Context: an optimization exercise on an open-source flow, tuned for small area, a short achievable clock period and few clock cycles. The choices shown serve that exercise and are no tape-out recipe.
In this exercise RTL edits were held to simulation tests only and were not proved equivalent to the original.
Power is estimated from default activity; no workload was simulated.

**flow/config.mk**
```make
export PLATFORM = sky130hd
export DESIGN_NAME = stream_distinct_filter
export DESIGN_NICKNAME = stream_distinct_filter
export VERILOG_FILES = /design/flow/design.v
export SDC_FILE = /design/flow/constraint.sdc
export NUM_CORES = 4
export LEC_CHECK = 0
export CAP_MARGIN = 20
export CORE_MARGIN = 2
export CORE_UTILIZATION = 45
export SLEW_MARGIN = 20
```
**flow/constraint.sdc**
```tcl
create_clock -name core_clock -period 10.0 [get_ports {clock}]
set_input_delay 2.0000 -clock core_clock [delete_from_list [all_inputs] [get_ports {clock}]]
set_output_delay 2.0000 -clock core_clock [all_outputs]
set_load 0.01 [all_outputs]
```
**flow/design.v**
```verilog
`default_nettype none
package sdf_pkg;
   localparam int MAX_DISTINCT_DEF = 256;
   localparam int VALUE_W          = 32;
   localparam int COUNT_OUT_W      = 9;
   typedef struct packed {
      logic rd_en;
      logic wr_en;
   } mem_ctl_type;
endpackage
`default_nettype wire
`default_nettype none
module sdf_table #(
   parameter int DEPTH = sdf_pkg::MAX_DISTINCT_DEF
) (
   input  wire                             clock,
   input  wire                             clr,        
   input  wire                             ins,        
   input  wire [sdf_pkg::VALUE_W-1:0]      ins_data,
   input  wire [sdf_pkg::VALUE_W-1:0]      query,
   output logic                            hit,        
   output logic                            tail_free   
);
   logic [DEPTH-1:0][sdf_pkg::VALUE_W-1:0] ring;
   logic [DEPTH-1:0]                       vld;
   logic [DEPTH-1:0]                       match;
   always_ff @(posedge clock) begin
      ring <= {ring[DEPTH-2:0], (ins ? ins_data : ring[DEPTH-1])};
      vld  <= {vld[DEPTH-2:0], (ins | vld[DEPTH-1])} & {DEPTH{!clr}};
   end
   always_comb begin
      for (int p = 0; p < DEPTH; p++) begin
         match[p] = vld[p] && (ring[p] == query);
      end
   end
   assign hit       = |match;
   assign tail_free = !vld[DEPTH-1];
endmodule
`default_nettype wire
`default_nettype none
module sdf_search #(
   parameter int MAX_DISTINCT = sdf_pkg::MAX_DISTINCT_DEF,
   parameter int CW           = $clog2(MAX_DISTINCT + 1),
   parameter int QD           = 4        
) (
   input  wire                                clock,
   input  wire                                reset,
   input  wire                                start,
   input  wire signed [sdf_pkg::VALUE_W-1:0]  req_value,
   input  wire                                req_first_of_job,
   output logic                               busy,
   output logic                               tab_clr,
   output logic                               tab_ins,
   output logic [sdf_pkg::VALUE_W-1:0]        tab_ins_data,
   output logic [sdf_pkg::VALUE_W-1:0]        tab_query,
   input  wire                                tab_hit,
   input  wire                                tab_tail_free,
   output logic                               rsp_valid,
   output logic signed [sdf_pkg::VALUE_W-1:0] rsp_echo_value,
   output logic                               rsp_is_new,
   output logic [sdf_pkg::COUNT_OUT_W-1:0]    rsp_distinct_count,
   output logic                               rsp_overflow
);
   localparam int QW = $clog2(QD + 1);
   logic                          s_vld;
   logic [sdf_pkg::VALUE_W-1:0]   s_val;
   logic                          s_fj;
   logic                          busy_ff;
   logic                          take;
   logic [QD-1:0]                        pq_vld;
   logic [QD-1:0][sdf_pkg::VALUE_W-1:0]  pq_val;
   logic [QD-1:0]                        pq_match;
   logic [QD-1:0]                        pq_pop;    
   logic [QD-1:0]                        pq_push;   
   logic [sdf_pkg::VALUE_W-1:0]          pq_head;
   logic                                 pq_any;
   logic [CW-1:0]   count_ff;
   logic [CW-1:0]   base;
   logic            hit;
   logic            full;
   logic            add;
   logic [CW-1:0]   count_nx;
   logic                                 o_vld;
   logic [sdf_pkg::VALUE_W-1:0]          o_val;
   logic                                 o_new;
   logic [sdf_pkg::COUNT_OUT_W-1:0]      o_cnt;
   logic                                 o_ovf;
   assign take = start && !busy_ff && !reset;
   always_comb begin
      for (int k = 0; k < QD; k++) pq_match[k] = pq_vld[k] && (pq_val[k] == s_val);
   end
   assign hit      = !s_fj && (tab_hit || (|pq_match));
   assign base     = s_fj ? '0 : count_ff;
   assign full     = (base == CW'(MAX_DISTINCT));
   assign add      = s_vld && !hit && !full;
   assign count_nx = base + CW'(add);
   always_comb begin
      pq_pop  = '0;
      pq_head = pq_val[0];
      for (int k = QD - 1; k >= 0; k--) begin
         if (pq_vld[k]) begin
            pq_pop  = QD'(1) << k;
            pq_head = pq_val[k];
         end
      end
      pq_any = |pq_vld;
      if (!(pq_any && tab_tail_free)) pq_pop = '0;
      pq_push = '0;
      for (int k = QD - 1; k >= 0; k--) begin
         if (!pq_vld[k]) pq_push = QD'(1) << k;
      end
      if (!add) pq_push = '0;
   end
   assign tab_clr      = reset || (s_vld && s_fj);
   assign tab_ins      = pq_any && tab_tail_free;
   assign tab_ins_data = pq_head;
   assign tab_query    = s_val;
   always_ff @(posedge clock) begin
      s_val <= req_value;
      s_fj  <= req_first_of_job;
      o_val <= s_val;
      o_new <= !hit;
      o_cnt <= sdf_pkg::COUNT_OUT_W'(count_nx);
      o_ovf <= !hit && full;
      for (int k = 0; k < QD; k++) begin
         if (pq_push[k]) pq_val[k] <= s_val;
      end
   end
   logic [QW+1:0] room_need;
   always_comb begin
      room_need = (QW+2)'(s_vld) + (QW+2)'(!busy_ff) - (QW+2)'(pq_any && tab_tail_free);
      for (int k = 0; k < QD; k++) room_need = room_need + (QW+2)'(pq_vld[k]);
   end
   always_ff @(posedge clock) begin
      if (reset) begin
         s_vld    <= 1'b0;
         o_vld    <= 1'b0;
         count_ff <= '0;
         pq_vld   <= '0;
         busy_ff  <= 1'b0;
      end else begin
         s_vld    <= take;
         o_vld    <= s_vld;
         if (s_vld) count_ff <= count_nx;
         if (s_vld && s_fj) pq_vld <= pq_push;
         else               pq_vld <= (pq_vld & ~pq_pop) | pq_push;
         busy_ff  <= (room_need >= (QW+2)'(QD));
      end
   end
   assign busy               = busy_ff;
   assign rsp_valid          = o_vld;
   assign rsp_echo_value     = o_val;
   assign rsp_is_new         = o_new;
   assign rsp_distinct_count = o_cnt;
   assign rsp_overflow       = o_ovf;
endmodule
`default_nettype wire
`default_nettype none
module stream_distinct_filter #(
   parameter int MAX_DISTINCT = sdf_pkg::MAX_DISTINCT_DEF
) (
   input  wire                                clock,
   input  wire                                reset,
   input  wire                                start,
   output logic                               busy,
   input  wire signed [sdf_pkg::VALUE_W-1:0]  req_value,
   input  wire                                req_first_of_job,
   output logic                               rsp_valid,
   output logic signed [sdf_pkg::VALUE_W-1:0] rsp_echo_value,
   output logic                               rsp_is_new,
   output logic [sdf_pkg::COUNT_OUT_W-1:0]    rsp_distinct_count,
   output logic                               rsp_overflow
);
   logic                         tab_clr;
   logic                         tab_ins;
   logic [sdf_pkg::VALUE_W-1:0]  tab_ins_data;
   logic [sdf_pkg::VALUE_W-1:0]  tab_query;
   logic                         tab_hit;
   logic                         tab_tail_free;
   sdf_search #(
      .MAX_DISTINCT (MAX_DISTINCT)
   ) u_search (
      .clock              (clock),
      .reset              (reset),
      .start              (start),
      .req_value          (req_value),
      .req_first_of_job   (req_first_of_job),
      .busy               (busy),
      .tab_clr            (tab_clr),
      .tab_ins            (tab_ins),
      .tab_ins_data       (tab_ins_data),
      .tab_query          (tab_query),
      .tab_hit            (tab_hit),
      .tab_tail_free      (tab_tail_free),
      .rsp_valid          (rsp_valid),
      .rsp_echo_value     (rsp_echo_value),
      .rsp_is_new         (rsp_is_new),
      .rsp_distinct_count (rsp_distinct_count),
      .rsp_overflow       (rsp_overflow)
   );
   sdf_table #(
      .DEPTH (MAX_DISTINCT)
   ) u_table (
      .clock     (clock),
      .clr       (tab_clr),
      .ins       (tab_ins),
      .ins_data  (tab_ins_data),
      .query     (tab_query),
      .hit       (tab_hit),
      .tail_free (tab_tail_free)
   );
endmodule
`default_nettype wire
```
**flow/run.sh**
```bash
#!/bin/bash
# synth_recipe.tcl (not shown) runs the flow's synth.tcl, then flattens the netlist and writes it again
# the make line also repeats each setting of config.mk as NAME=value (left out here)
make -C /OpenROAD-flow-scripts/flow DESIGN_CONFIG=/design/flow/config.mk WORK_HOME=/design/flow/orfs CLKGATE_MAP_FILE= SYNTH_SCRIPT=/design/flow/synth_recipe.tcl finish
```
==> notes.md <==
-- flip-flops by register name (all words and copies together), names as in the netlist --
| register | flops |
|---|---|
| u_search.o_vld | 1 |
| u_search.pq_val | 128 |
| u_search.s_fj | 1 |
| u_search.s_val | 32 |
| u_search.o_val | 32 |
| u_search.pq_vld | 4 |
| u_search.o_new | 1 |
| u_table.ring | 8192 |
| u_search.o_cnt | 9 |
| u_table.vld | 256 |
| u_search.count_ff | 9 |
| u_search.s_vld | 1 |
| u_search.o_ovf | 1 |
| u_search.busy_ff | 1 |
-- power by group --
group          internal [mW]  total, mW  switching (mW)
Combinational           1.42       3.83            2.41
Sequential              35.3       36.1           0.784
Clock                   19.3       33.0            13.8
-- per-stage QoR --
stage                     worst slack (ps)  area (µm²)  util, %
after floorplan                       4730      278000        -
after global placement                2020      286000     46.5
after detailed placement              2750      287000     46.6
after CTS                             2700      316000     51.3
after global routing                  2550      316000     51.4
final                                 2460      316000     51.4
-- area by class of cell --
class	count	area, µm²
Fill cell	52700	299000
Sequential cell	8668	175000
Multi-Input combinational cell	12000	95500
Clock buffer	1239	24900
Tap cell	8120	10200
Timing Repair Buffer	530	5850
Clock inverter	301	4260
Antenna cell	89	223
Inverter	43	161
-- layer usage --
layer / GRT usage (%) / up-vias
li1: - / 72200
met1: 41.9 / 81600
met2: 44.8 / 6462
met3: 5.77 / 1317
met4: 9.79 / 28
met5: 0 / -
-- logic make-up after synthesis --
group / Yosys count / synth area share, %
adders and majority gates: 11 / 0.0577
DFF: 8668 / 62.9
buffers and inverters: 1035 / 2.92
xor gates and xnor gates: 8284 / 26.1
AOI/OAI and AO/OA: 254 / 0.578
muxes: 9 / 0.0324
and+or+nand+nor: 3444 / 7.35
-- worst max-delay path, stage by stage (launching register included) --
cell,delay [ps]
dfxtp_4,1020
buf_4,630
xnor2_1,180
nand4_1,140
nor4_1,420
nand4_1,920
o22ai_1,1200
nor4_2,210
nand4_1,400
nor4_2,130
buf_4,220
a21oi_2,380
nor2_1,80
ha_1,230
ha_1,220
and3_1,220
nand3_1,110
xor2_1,160
nor2_1,70
mux2i_1,160
nor2_1,60
-- synth_stat cells (2+ instances only) --
master	n	share of area [%]
dfxtp_1	8540	62
xor2_1	5713	18
xnor2_1	2571	8.1
nor4_1	1436	3.2
nand4_1	814	1.8
buf_4	664	1.8
nand3_1	394	0.71
nor3_1	364	0.66
and2_1	255	0.57
buf_6	224	0.91
edfxtp_1	128	1.4
a21oi_1	73	0.13
clkbuf_1	58	0.078
nor2_1	56	0.076
o22ai_1	53	0.12
o21ai_0	44	0.079
and3_1	42	0.095
inv_1	41	0.055
nand2_1	41	0.055
buf_2	39	0.070
a22oi_1	35	0.095
or4_1	28	0.076
o2111ai_1	10	0.032
a2111oi_0	9	0.028
mux2i_1	9	0.032
ha_1	8	0.036
buf_1	6	0.0081
a222oi_1	5	0.018
o211ai_1	4	0.011
a41oi_1	3	0.0095
and4_1	3	0.0095
fa_1	3	0.022
nor2b_1	3	0.0068
o21ai_1	3	0.0054
a2bb2oi_1	2	0.0063
clkinv_1	2	0.0027
nor4_2	2	0.0090
-- worst paths after layout --
kind | start | to | slack [ps] | cells after the start
max | u_search.s_val[29]$_DFF_P_ | u_search.count_ff[8]$_SDFFE_PP0P_ | 2460 | 20
min | u_table.ring[5838]$_DFF_P_ | u_table.ring[5870]$_DFF_P_ | 320 | 0
max reg2reg | u_search.s_val[29]$_DFF_P_ | u_search.count_ff[8]$_SDFFE_PP0P_ | 2460 | 20
min reg2reg | u_table.ring[5838]$_DFF_P_ | u_table.ring[5870]$_DFF_P_ | 320 | 0
==> metrics.yaml <==
timing:
  fmax_mhz: 133
  slew_viol_final: 0
  rsz0062_at_grt: "no"
  hold_slack_ps: 317
  period_minus_slack_ps: 7540
  worst_slew_margin_rel_pct: 13.6
  final.period_utilization_pct: 75.4
  hold_violations: 0
  fin_setup_tns_ps: 0
  setup_viol: 0
  tightest_slew_ps: 1290
  worst_clock_skew_ps: 81.6
cts:
  hold_buffers: 0
  clk_latency_ps: 1180
  cts_max_level: 6
  post_cts_resized: 0
  cts_setup_buffers: 0
  cts_tree: "built"
  clock_sinks: 8668
  clockBufferDepth: 4
  clock_tree.root_cell: "clkbuf_16"
  tritoncts.num_buffers: 831
  path_clk_slew_ps: 60
detailed_routing:
  highest_layer: "met5"
  avgRoutedWirePerCell_um: 30.6
  dr.pass1.iters: 8
  post_drt_via_cell_ratio: 5.21
  ant_nets: 0
  vias: 162000
  wl_met2_um: 410000
  drtIter0Drc: 15400
  m1WireLength_um: 432000
  met3_length_um: 71300
  finalWirelength_um: 949000
  drc: 0
power_and_ir_drop:
  p_leak_nw: 126
  p_total_mw: 73.0
  powerDensity_nw_per_um2: 231
  ir_drop_mv: 0.181
worst_setup_path:
  start_kind: "register"
  worstPathArrival_ps: 8570
  crit_type: "reg -> reg"
  cp.required_ps: 11030
  crit_path_max_fanout: 25
  end_kind: "register"
floorplan:
  die_w_um: 790
  rows: 288
  io_pins: 81
  core_area_um2: 615000
  start_util_pct: 45.2
  die-area_um2: 624000
  die_h_um: 790
place:
  portBuffers: 80
  place.gp.congestion: 0.958
  hpwlAfterDp_um: 665000
  post-place-cells: 29400
logic_synthesis:
  synth_area_um2: 278000
  yosys_warnings: 2
  syn_nets: 21800
  ys_types: 57
  syn_area_per_cell_um2: 12.8
  synth-edff-count: 128
  ys_seq_area_share_pct: 62.9
  ys_async_sr_fraction_pct: 0
  synth_cells: 21700
  ys_ff_latch: 8668
  dominantRegCellSynth: "dfxtp_1"
final_layout:
  syn_to_final_growth_pct: 13.8
  final_cells: 31000
  final_cell_mix: "dfxtp_1, xor2_1, xnor2_1"
  layout_commonest_cell: "dfxtp_1"
  drive_gt1_share_pct: 8.59
  nets: 22100
grt:
  track_usage_pct: 29.4
  grt_start_max_net_pins: 91
  antenna_found_initial: 83
  grt_pass1_vias: 163000
  grt_pass1_wl_um: 1310000
  grt-ovfl-total: 0
run_status:
  status: "no timing/DRC/antenna violations"
job:
  max-cap-violations: 0
hold_path:
  hp-class: "reg -> reg"
Testbench counts, summed over its fixed seeds: cycles 14,430.

[re-timing with driven ports]
The flow's constraints put no driver on any port. The routed layout listed below was extracted and timed again, unchanged, in two steps.
Step 1 (the two cells are an assumption about what drives the block):
set clk [get_ports {clock}]
set_driving_cell -lib_cell sky130_fd_sc_hd__clkbuf_16 $clk
set_driving_cell -lib_cell sky130_fd_sc_hd__buf_2 [delete_from_list [all_inputs] $clk]
Step 2 times the ports against the registers' clock, not the clock port: input delays grow and output delays shrink by t, the midpoint of the rising clock arrivals with the driver on.
a / b / c = no drivers / after step 1 / after step 2; a / b = the first two.
shift t [ns]: 1.272
setup WS [ns]: 2.458 / 2.458 / 2.458
clock arrival spread, ns: 0.085 / 0.085
worst register clock-pin slew, ns: 0.07 / 0.07
cell pins on the clock port's net: 1
After both steps this run still meets setup and hold. For this run, drivers alone change the setup slack by 0.000 ns; drivers and shift together by 0.000 ns.
